Background: an optimization exercise with open tools, aiming at small area, a short achievable clock period and few clock cycles per item. Do not read the settings as production practice.
Where RTL was checked, it was by simulation tests only, not by an equivalence proof against the original.

run A:
## mul_div_unit
module mul_div_unit (
   input  logic        clk,
   input  logic        reset,
   input  logic        req_valid,
   input  logic        req_op,
   input  logic        req_in_1_signed,
   input  logic        req_in_2_signed,
   input  logic        req_out_sel,
   input  logic [31:0] req_in_1,
   input  logic [31:0] req_in_2,
   output logic        req_ready,
   output logic        resp_valid,
   output logic [31:0] resp_result
);
   localparam logic [1:0] PH_STEP = 2'd0;
   localparam logic [1:0] PH_F1   = 2'd1;
   localparam logic [1:0] PH_F2   = 2'd2;
   localparam logic [1:0] PH_F3   = 2'd3;
   logic        busy_q;
   logic [1:0]  ph_q;
   logic [4:0]  cnt_q;
   logic        op_q;       
   logic        sel_q;      
   logic        fa_q;       
   logic        bx_q;       
   logic        nr_q;       
   logic        lead_q;     
   logic        ys1_q, ys2_q, yneg_q, cin_q;
   logic        zs1_q, zs2_q, zneg_q;        
   logic [33:0] acc_q;
   logic [31:0] lo_q;
   logic [31:0] b_q;
   logic        ys1_d, ys2_d, yneg_d, cin_d;
   logic        zs1_d, zs2_d, zneg_d;
   logic [33:0] acc_d;
   logic [31:0] lo_d;
   logic [31:0] b_d;
   logic [1:0]  ph_d;
  ...
Settings: LEC_CHECK=0, CAP_MARGIN=20, CORE_MARGIN=2, CORE_UTILIZATION=40, CTS_BUF_LIST=sky130_fd_sc_hd__clkbuf_8, SETUP_SLACK_MARGIN=3.0, SLEW_MARGIN=20, TNS_END_PERCENT=5; clock period 6.5 ns.
standard.sh (not shown) runs the stock make flow with config.mk's settings and CLKGATE_MAP_FILE= SYNTH_SCRIPT=/design/flow/synth_recipe.tcl, a recipe that flattens the netlist after the stock synthesis.
==> flow/flow/run.sh <==
#!/bin/bash
# The standard layout (the standard.sh: ORFS synthesis to final layout), with the
# input and output port buffers made from sky130_fd_sc_hd__buf_1 instead of the cell
# buffer_ports picks on its own. Everything else is the standard flow unchanged.
set -euo pipefail
export BUFFER_PORTS_ARGS="-buffer_cell sky130_fd_sc_hd__buf_1"
bash standard.sh > standard_flow.log 2>&1
Run A closes out successfully: all stages finished, all timing, DRC and antenna checks passed.
Testbench counts of run A, summed over its fixed seeds: cycles 31,433, items 2,400.
The inputs of run B differ from those of run A as listed below.
- SETUP_SLACK_MARGIN: 3.0 -> 3.5
- TNS_END_PERCENT: 5 -> 0
==> results.txt <==
Run B: maximum frequency is 2.1 MHz lower than what run A reported.
Higher worst hold slack was reported by run A, not run B.
From run A to run B the numbers moved as follows: post-placement worst setup slack decreased 0.0091 ns; number of global-route vias before repair decreased 579; mean number of vias per cell decreased 0.99%.
Cmp run B vs run A: area added between synthesis and finish lower in run B
In the final reports, the cell area of run B is smaller than that of run A.
In the tables for run A and run B, period utilization reads higher with run B.
Looking at run A and run B, the maximum root-to-sink buffer count is a wash.
Global-route usage | run B below run A
--- input diff run B..run C ---
- changing SETUP_SLACK_MARGIN from 3.5 to 3.0
- setting ABC_AREA to 1 for the first time
Summary of run C over run B: average wire per cell in the routed design down 5.8%, number of different library cells in the post-synthesis netlist went down, global-route wire length before repair saw an increase, die area up 5.2%. From run B to run C the numbers moved as follows: final worst slack picked up an extra 0.030 ns, critical path depth picked up an extra 4. Run B → run C: final critical-path required period now smaller; post-synthesis cell area moved up.
The inputs of run D differ from those of run C as listed below.
- changing SETUP_SLACK_MARGIN from 3.0 to 2.5
- removing ABC_AREA (formerly 1)
[summary]
Run D vs. run C: number of cells in the design after placement went down by about 22%.

========
mul_div_unit, a different RTL version from the one above (not shown whole).
Size in the first run: roughly 1000 cells after synthesis, about 110 I/O pins, roughly 8900 µm² of cells after synthesis.
make LEC_CHECK=0 CAP_MARGIN=20 CORE_MARGIN=2 CORE_UTILIZATION=40 CTS_BUF_LIST=sky130_fd_sc_hd__clkbuf_4 SLEW_MARGIN=20 finish   # period 6.5 ns
run.sh (not shown) runs the stock make flow with config.mk's settings and CLKGATE_MAP_FILE= SYNTH_SCRIPT=/design/flow/synth_recipe.tcl, a recipe that flattens the netlist after the stock synthesis.
Stock flow here: none of the scripts above is used.
Then changed:
- ABC_AREA: default -> 1
- CTS_BUF_LIST: sky130_fd_sc_hd__clkbuf_4 -> sky130_fd_sc_hd__clkbuf_8
- SETUP_SLACK_MARGIN: default -> 3.0
The changed run finished with timing, DRC and antenna clean; wire length came out higher by 28%; maximum frequency came out higher by 44%; critical path depth came out higher by 4; worst setup slack is better by 1500 ps; first-iteration DRC count came out higher by 28%; global-route usage came out higher by 4.3 points; final area came out higher by 13%.
No functional check of the RTL was part of any run of this note.

========
The RTL this note starts from:
==> flow/design.v <==
`default_nettype none
module mul_div_unit (
   input  logic        clk,
   input  logic        reset,
   input  logic        req_valid,
   input  logic        req_op,
   input  logic        req_in_1_signed,
   input  logic        req_in_2_signed,
   input  logic        req_out_sel,
   input  logic [31:0] req_in_1,
   input  logic [31:0] req_in_2,
   output logic        req_ready,
   output logic        resp_valid,
   output logic [31:0] resp_result
);
   localparam logic [1:0] PH_STEP = 2'd0;
   localparam logic [1:0] PH_F1   = 2'd1;
   localparam logic [1:0] PH_F2   = 2'd2;
   localparam logic [1:0] PH_F3   = 2'd3;
   logic        busy_q;
   logic [1:0]  ph_q;
   logic [4:0]  cnt_q;
   logic        op_q;       
   logic        sel_q;      
   logic        fa_q;       
   logic        bx_q;       
   logic        nr_q;       
   logic        lead_q;     
   logic        ys1_q, ys2_q, yneg_q, cin_q, xdiv_q;
   logic [33:0] acc_q;
   logic [31:0] lo_q;
   logic [31:0] b_q;
   logic        ys1_d, ys2_d, yneg_d, cin_d, xdiv_d;
   logic [33:0] acc_d;
   logic [31:0] lo_d;
   logic [31:0] b_d;
   logic [1:0]  ph_d;
   logic        done;
   logic        acc_force;
   logic [4:0]  cnt_d;
   logic        lead_d;
   logic        skip;
   function automatic logic [2:0] booth(input logic [2:0] w);
      booth[0] = w[1] ^ w[0];                        
      booth[1] = (w[2] ^ w[1]) & ~(w[1] ^ w[0]);     
      booth[2] = w[2] & ~(w[1] & w[0]);              
   endfunction
   logic [34:0] bext, ymag, y, x, s;
   logic [35:0] sum;
   logic        q;
   assign bext = {{3{bx_q}}, b_q};
   assign ymag = ({35{ys1_q}} & bext) | ({35{ys2_q}} & {bext[33:0], 1'b0});
   assign y    = ymag ^ {35{yneg_q}};
   assign x    = xdiv_q ? {acc_q[32], acc_q[32:0], lo_q[31]} : {acc_q[33], acc_q};
   assign sum  = {x, 1'b1} + {y, cin_q};
   assign s    = sum[35:1];
   assign q    = (s[34] == fa_q);
   logic       step, last, in_a_neg, in_b_neg;
   logic [2:0] bd_in, bd_lo;
   assign step     = (ph_q == PH_STEP);
   assign last     = step & (cnt_q == 5'd0);
   assign in_a_neg = req_in_1_signed & req_in_1[31];
   assign in_b_neg = req_in_1_signed & req_in_2[31];
   assign bd_in    = booth({req_in_1[1:0], 1'b0});
   assign bd_lo    = booth(lo_q[3:1]);
   logic zero_acc;
   assign zero_acc = (acc_q == 34'd0);
   assign skip = lead_q & (lo_q[31:28] == {4{fa_q}}) & (cnt_q[4:2] != 3'd0);
   always_comb begin
      ph_d      = ph_q;
      cnt_d     = cnt_q - 5'd1;
      lead_d    = 1'b0;
      done      = 1'b0;
      ys1_d     = 1'b0;
      ys2_d     = 1'b0;
      yneg_d    = 1'b0;
      cin_d     = 1'b0;
      xdiv_d    = 1'b0;
      acc_force = 1'b0;
      b_d       = b_q;
      acc_d     = s[33:0];
      lo_d      = s[31:0];
      case (ph_q)
         PH_STEP: begin
            if (!op_q) begin
               acc_d = {s[34], s[34:2]};
               lo_d  = {s[1:0], lo_q[31:2]};
               {yneg_d, ys2_d, ys1_d} = bd_lo;
               cin_d = bd_lo[2];
            end else if (skip) begin
               lo_d      = {lo_q[27:0], 4'd0};
               acc_force = 1'b1;
               cnt_d     = cnt_q - 5'd4;
               lead_d    = 1'b1;
               ys1_d     = 1'b1;
               yneg_d    = yneg_q;
               cin_d     = cin_q;
               xdiv_d    = 1'b1;
            end else begin
               lo_d   = {lo_q[30:0], q};
               ys1_d  = 1'b1;
               yneg_d = (s[34] == bx_q);
               cin_d  = (s[34] == bx_q);
               xdiv_d = 1'b1;
            end
            if (last) begin
               xdiv_d = 1'b0;
               ys2_d  = 1'b0;
               ph_d   = PH_F1;
               if (!op_q) begin
                  ys1_d  = fa_q;
                  yneg_d = 1'b0;
                  cin_d  = 1'b0;
                  done   = ~sel_q;
               end else begin
                  ys1_d  = s[34];
                  yneg_d = s[34] & bx_q;
                  cin_d  = s[34] & bx_q;
                  done   = ~sel_q & ~fa_q & ~nr_q;
               end
            end
         end
         PH_F1: begin
            if (!op_q) begin
               done = 1'b1;
            end else if (sel_q) begin
               done = ~fa_q;
               ph_d = PH_F2;
            end else begin
               b_d = lo_q;
               if (fa_q) begin
                  ph_d = PH_F2;
               end else begin
                  ph_d      = PH_F3;
                  acc_force = 1'b1;
                  ys1_d     = 1'b1;
                  yneg_d    = nr_q;
                  cin_d     = nr_q;
               end
            end
         end
         PH_F2: begin
            ph_d = PH_F3;
            if (sel_q) begin
               ys1_d  = ~zero_acc;
               yneg_d = ~zero_acc & ~bx_q;
               cin_d  = ~zero_acc & ~bx_q;
            end else begin
               acc_force = 1'b1;
               ys1_d     = 1'b1;
               yneg_d    = nr_q;
               cin_d     = nr_q ^ zero_acc;
            end
         end
         default: begin
            done = 1'b1;
         end
      endcase
   end
   always_ff @(posedge clk) begin
      if (reset) begin
         busy_q     <= 1'b0;
         resp_valid <= 1'b0;
      end else if (!busy_q) begin
         busy_q     <= req_valid;
         resp_valid <= 1'b0;
      end else begin
         busy_q     <= ~done;
         resp_valid <= done;
      end
   end
   always_ff @(posedge clk) begin
      if (!busy_q) begin
         ph_q   <= PH_STEP;
         cnt_q  <= req_op ? 5'd31 : 5'd15;
         op_q   <= req_op;
         sel_q  <= req_out_sel;
         fa_q   <= req_op ? in_a_neg : (~req_in_1_signed & req_in_1[31]);
         bx_q   <= (req_op ? req_in_1_signed : req_in_2_signed) & req_in_2[31];
         nr_q   <= (in_a_neg ^ in_b_neg) & (req_in_2 != 32'd0);
         xdiv_q <= req_op;
         lead_q <= req_op & (req_in_2 != 32'd0);
         if (req_op) begin
            ys1_q  <= 1'b1;
            ys2_q  <= 1'b0;
            yneg_q <= ~(in_a_neg ^ in_b_neg);
            cin_q  <= ~(in_a_neg ^ in_b_neg);
         end else begin
            {yneg_q, ys2_q, ys1_q} <= bd_in;
            cin_q  <= bd_in[2];
         end
         acc_q  <= {34{req_op & in_a_neg}};
         lo_q   <= req_in_1;
         b_q    <= req_in_2;
      end else begin
         ph_q   <= ph_d;
         cnt_q  <= cnt_d;
         lead_q <= lead_d;
         xdiv_q <= xdiv_d;
         ys1_q  <= ys1_d;
         ys2_q  <= ys2_d;
         yneg_q <= yneg_d;
         cin_q  <= cin_d;
         acc_q  <= acc_force ? {34{fa_q & step}} : acc_d;
         lo_q   <= lo_d;
         b_q    <= b_d;
      end
   end
   assign req_ready   = ~busy_q;
   assign resp_result = lo_q;
endmodule
`default_nettype wire
==> flow/config.mk <==
export PLATFORM = sky130hd
export DESIGN_NAME = mul_div_unit
export DESIGN_NICKNAME = mul_div_unit
export VERILOG_FILES = /design/flow/design.v
export SDC_FILE = /design/flow/constraint.sdc
export NUM_CORES = 4
export LEC_CHECK = 0
export CAP_MARGIN = 20
export CORE_MARGIN = 2
export CORE_UTILIZATION = 40
export CTS_BUF_LIST = sky130_fd_sc_hd__clkbuf_4
export SETUP_SLACK_MARGIN = 2.5
export SLEW_MARGIN = 20
==> flow/constraint.sdc <==
create_clock -name core_clock -period 6.5 [get_ports {clk}]
set_input_delay 1.3000 -clock core_clock [delete_from_list [all_inputs] [get_ports {clk}]]
set_output_delay 1.3000 -clock core_clock [all_outputs]
set_load 0.01 [all_outputs]
==> next run, changes <==
Settings changed: CTS_BUF_LIST sky130_fd_sc_hd__clkbuf_4 to sky130_fd_sc_hd__clkbuf_8, SETUP_SLACK_MARGIN 2.5 to 3.0.
The new run finished clean.
Via count is higher by 4.3%.
Clock-buffer cell count rises by 3.
Utilization climbs by 4.9 points.
Final cell count increases by 3.2%.
No functional check of the RTL was part of any run of this note.

==> afterwards: timing with drivers on the ports <==
The results above use ideal ports. As a check the final layouts listed here were re-extracted and re-timed, cells and wires unchanged.
Step 1 (the two cells are an assumption about what drives the block):
set clk [get_ports {clk}]
set_driving_cell -lib_cell sky130_fd_sc_hd__clkbuf_16 $clk
set_driving_cell -lib_cell sky130_fd_sc_hd__buf_2 [delete_from_list [all_inputs] $clk]
Step 2 also shifts input and output timing later by t, the mid clock arrival at the registers, as if the neighbouring blocks saw the same clock.
a / b / c = ideal / step 1 / step 2; a / b = the first two.
run | t (ns) | slack for setup (ns) | worst slew at a driven data input, ns
run A | 0.466 | 2.449 / 2.449 / 2.449 | 0.05
run B | 0.486 | 2.415 / 2.415 / 2.415 | 0.07
run C | 0.490 | 2.445 / 2.445 / 2.445 | 0.04
run D | 0.477 | 2.409 / 2.409 / 2.409 | 0.04
the first run of note 2 | 0.578 | 1.755 / 1.755 / 1.755 | 0.04
the second run of note 2 | 0.507 | 3.210 / 3.210 / 3.210 | 0.05
the first run of note 3 | 0.577 | 2.616 / 2.616 / 2.616 | 0.04
the second run of note 3 | 0.496 | 2.908 / 2.908 / 2.782 | 0.05
After both steps setup and hold are still met in every run listed. The setup slack of the second run of note 3, which loses most, moves by 0.000 ns with the drivers and by -0.126 ns with both steps.
